Source: an optimization exercise on an open RTL-to-GDS flow (aim: small area, a short achievable clock period and few clock cycles). Production flows keep margins and buffers that such runs may drop. The RTL was checked by simulation tests, not by an equivalence proof against the original design. Power and IR drop assume default switching activity.

// ppm_p6_top
module ppm_p6_top
(
    input  logic        clk,
    input  logic        rst_n,
    input  logic        in_valid,
    output logic        in_stall,
    input  logic [7:0]  in_byte,
    input  logic        in_eos,
    output logic        out_valid,
    input  logic        out_stall,
    output logic [2:0]  out_kind,
    output logic [7:0]  out_red,
    output logic [7:0]  out_green,
    output logic [7:0]  out_blue,
    output logic [15:0] out_column,
    output logic [15:0] out_row,
    output logic [15:0] out_width,
    output logic [15:0] out_height,
    output logic        out_last,
    input  logic        cfg_write,
    input  logic        cfg_index,
    input  logic [15:0] cfg_data
);
Size in the first run: about 1,200 cells after synthesis, about 130 I/O pins, ~14,000 um2 of cells after synthesis.
export LEC_CHECK = 0
export CAP_MARGIN = 20
export CORE_MARGIN = 2
export CORE_UTILIZATION = 40
export CTS_BUF_LIST = sky130_fd_sc_hd__clkbuf_8
export PLACE_DENSITY = 0.45
export SETUP_SLACK_MARGIN = 2.8
export SLEW_MARGIN = 20
create_clock -name core_clock -period 5.0 [get_ports {clk}]
run.sh (not shown) runs the stock make flow with config.mk's settings and CLKGATE_MAP_FILE= SYNTH_SCRIPT=/design/flow/synth_recipe.tcl, a recipe that flattens the netlist after the stock synthesis.
Testbench counts at the start, summed over its fixed seeds: cycles 66,959.
Edit:
- CORE_UTILIZATION: 40 -> 30
- PLACE_DENSITY: 0.45 -> 0.5
Result: Die area came out higher by 33%; power went up by 4.0%; non-clock buffer count went up by 9; global-route usage drops by 4.2 points; final cell count rises by 8.4%; sequential share of layout area went down by 0.94 points; routed wire length went up by 5.8%; fmax decreases by 1.4%; sequential cell count is unchanged.
Edit:
==> flow/flow/run.sh (new file) <==
#!/bin/bash
# Layout flow: the standard synthesis unchanged, then the standard ORFS layout
# with the port buffers built from buf_4 cells instead of delay cells, and the
# timing repair free to change a cell's footprint.
set -euo pipefail
bash standard.sh synth > synth.log 2>&1
bash standard.sh "BUFFER_PORTS_ARGS=-buffer_cell sky130_fd_sc_hd__buf_4" MATCH_CELL_FOOTPRINT=0 finish > layout.log 2>&1
==> flow/standard.sh (new file) <==
#!/bin/bash
# synth_recipe.tcl (not shown) runs the flow's synth.tcl, then flattens the netlist and writes it again
# the make line also repeats each setting of config.mk as NAME=value (left out here)
make -C /OpenROAD-flow-scripts/flow DESIGN_CONFIG=/design/flow/config.mk WORK_HOME=/design/flow/orfs CLKGATE_MAP_FILE= SYNTH_SCRIPT=/design/flow/synth_recipe.tcl "${@:-finish}"
- CORE_UTILIZATION: 30 -> 40
- CTS_BUF_LIST: sky130_fd_sc_hd__clkbuf_8 -> not set
- PLACE_DENSITY: 0.5 -> 0.6
removed: flow/run.sh
Die area is lower by 25%.
Hold slack barely changes.
Global-route usage climbs by 3.0 points.
Final area decreases by 0.80%.
Clock-buffer cell count went down by 13.
Total power stays flat.
Edit:
==> flow/run.sh (new file) <==
#!/bin/bash
# synth_recipe.tcl (not shown) runs the flow's synth.tcl, then flattens the netlist and writes it again
# the make line also repeats each setting of config.mk as NAME=value (left out here)
make -C /OpenROAD-flow-scripts/flow DESIGN_CONFIG=/design/flow/config.mk WORK_HOME=/design/flow/orfs CLKGATE_MAP_FILE= SYNTH_SCRIPT=/design/flow/synth_recipe.tcl finish
- CTS_BUF_LIST: not set -> sky130_fd_sc_hd__clkbuf_8
- PLACE_DENSITY: 0.6 -> 0.5
removed: flow/flow/run.sh
removed: flow/standard.sh
Effect: The changed run ran to the end with no violations; core utilization increases by 0.10 points; final cell count increases by 1.9%; clock power decreases by about 4%; hold slack is about the same; via count decreases by 0.98%; synthesized area does not change.
Edit:
==> flow/flow/run.sh (new file) <==
#!/bin/bash
# Layout flow: the standard synthesis unchanged, then the standard ORFS layout
# with the port buffers built from buf_2 cells instead of delay cells, and the
# timing repair free to change a cell's footprint. Each step's full output is
# in orfs/logs/; the two make runs log to synth.log and layout.log here.
set -euo pipefail
bash standard.sh synth > synth.log 2>&1
bash standard.sh "BUFFER_PORTS_ARGS=-buffer_cell sky130_fd_sc_hd__buf_2" MATCH_CELL_FOOTPRINT=0 finish > layout.log 2>&1
==> flow/standard.sh (new file) <==
#!/bin/bash
# synth_recipe.tcl (not shown) runs the flow's synth.tcl, then flattens the netlist and writes it again
# the make line also repeats each setting of config.mk as NAME=value (left out here)
make -C /OpenROAD-flow-scripts/flow DESIGN_CONFIG=/design/flow/config.mk WORK_HOME=/design/flow/orfs CLKGATE_MAP_FILE= SYNTH_SCRIPT=/design/flow/synth_recipe.tcl "${@:-finish}"
- PLACE_DENSITY: 0.5 -> 0.6
removed: flow/run.sh
Result: Clock power falls by 11%. Utilization falls by 1.3 points. Final cell count falls by 0.89%. Non-clock buffer count falls by 8. First-iteration DRC count falls by 1.5%. Hold slack hardly moves. Via count rises by 1.7%. Die area is unchanged. Power falls by 3.8%. Wire length falls by 3.6%. Sequential power barely changes.
Edit:
==> flow/run.sh (new file) <==
#!/bin/bash
# synth_recipe.tcl (not shown) runs the flow's synth.tcl, then flattens the netlist and writes it again
# the make line also repeats each setting of config.mk as NAME=value (left out here)
make -C /OpenROAD-flow-scripts/flow DESIGN_CONFIG=/design/flow/config.mk WORK_HOME=/design/flow/orfs CLKGATE_MAP_FILE= SYNTH_SCRIPT=/design/flow/synth_recipe.tcl finish
- CTS_BUF_LIST: sky130_fd_sc_hd__clkbuf_8 -> not set
removed: flow/flow/run.sh
removed: flow/standard.sh
What happened: The new run went through all stages and came out clean. Die area stays the same. Power is higher by a little under a tenth. Routed wire length stays flat.

v39:
Starting RTL as in the previous note.
export LEC_CHECK = 0
export CAP_MARGIN = 20
export CORE_MARGIN = 2
export CORE_UTILIZATION = 40
export CTS_BUF_LIST = sky130_fd_sc_hd__clkbuf_4
export PLACE_DENSITY = 0.6
export SETUP_SLACK_MARGIN = 2.8
export SLEW_MARGIN = 20
create_clock -name core_clock -period 5.0 [get_ports {clk}]
Stock flow here: none of the scripts above is used.
Testbench counts of v39, summed over its fixed seeds: cycles 66,959.
For v14, these inputs were changed with respect to v39:
- PLACE_DENSITY now 0.5, was 0.6
- CORE_UTILIZATION now 45, was 40
- CTS_BUF_LIST now sky130_fd_sc_hd__clkbuf_8, was sky130_fd_sc_hd__clkbuf_4
[summary]
- v14 completed every stage of the flow, and the final layout passed the timing, design-rule and antenna checks.
- Compared v14 vs v39, and half-perimeter wire length after detailed placement is up in v14.
- v14: portion of total power attributed to the clock network is 1.3 points lower than what v39 reported.
- Relative to v39, the first-pass GRT wire length of v14 is lower by about 0.9%.
- Part of the total power dissipated in combinational logic delta for v14 relative to v39: 0.2 points higher

## what the ideal ports hide
No port has a modelled driver above. Below, the same layouts with a new extraction and two added sets of constraints. Step 1 (the two cells are an assumption about what drives the block):
set clk [get_ports {clk}]
set_driving_cell -lib_cell sky130_fd_sc_hd__clkbuf_16 $clk
set_driving_cell -lib_cell sky130_fd_sc_hd__buf_2 [delete_from_list [all_inputs] $clk]
Step 2 also shifts input and output timing later by t, the mid clock arrival at the registers, as if the neighbouring blocks saw the same clock. Slacks: no drivers / after step 1 / after step 2; pairs: no drivers / after step 1.
run | shift t [ns] | setup WS [ns] | cell pins on the clock port's net
the first run of note 1 | 0.633 | 2.700 / 2.700 / 2.218 | 1
the second run of note 1 | 0.623 | 2.669 / 2.669 / 2.242 | 1
the third run of note 1 | 0.607 | 2.672 / 2.672 / 2.312 | 1
the fourth run of note 1 | 0.605 | 2.758 / 2.758 / 2.223 | 1
the fifth run of note 1 | 0.615 | 2.601 / 2.601 / 2.334 | 1
the sixth run of note 1 | 0.584 | 2.682 / 2.682 / 2.262 | 1
v39 | 0.736 | 2.681 / 2.662 / 2.148 | 1
v14 | 0.608 | 2.662 / 2.662 / 2.206 | 1
After both steps every run listed still meets setup and hold. The setup slack of the fourth run of note 1, which loses most, moves by 0.000 ns with the drivers and by -0.535 ns with both steps.
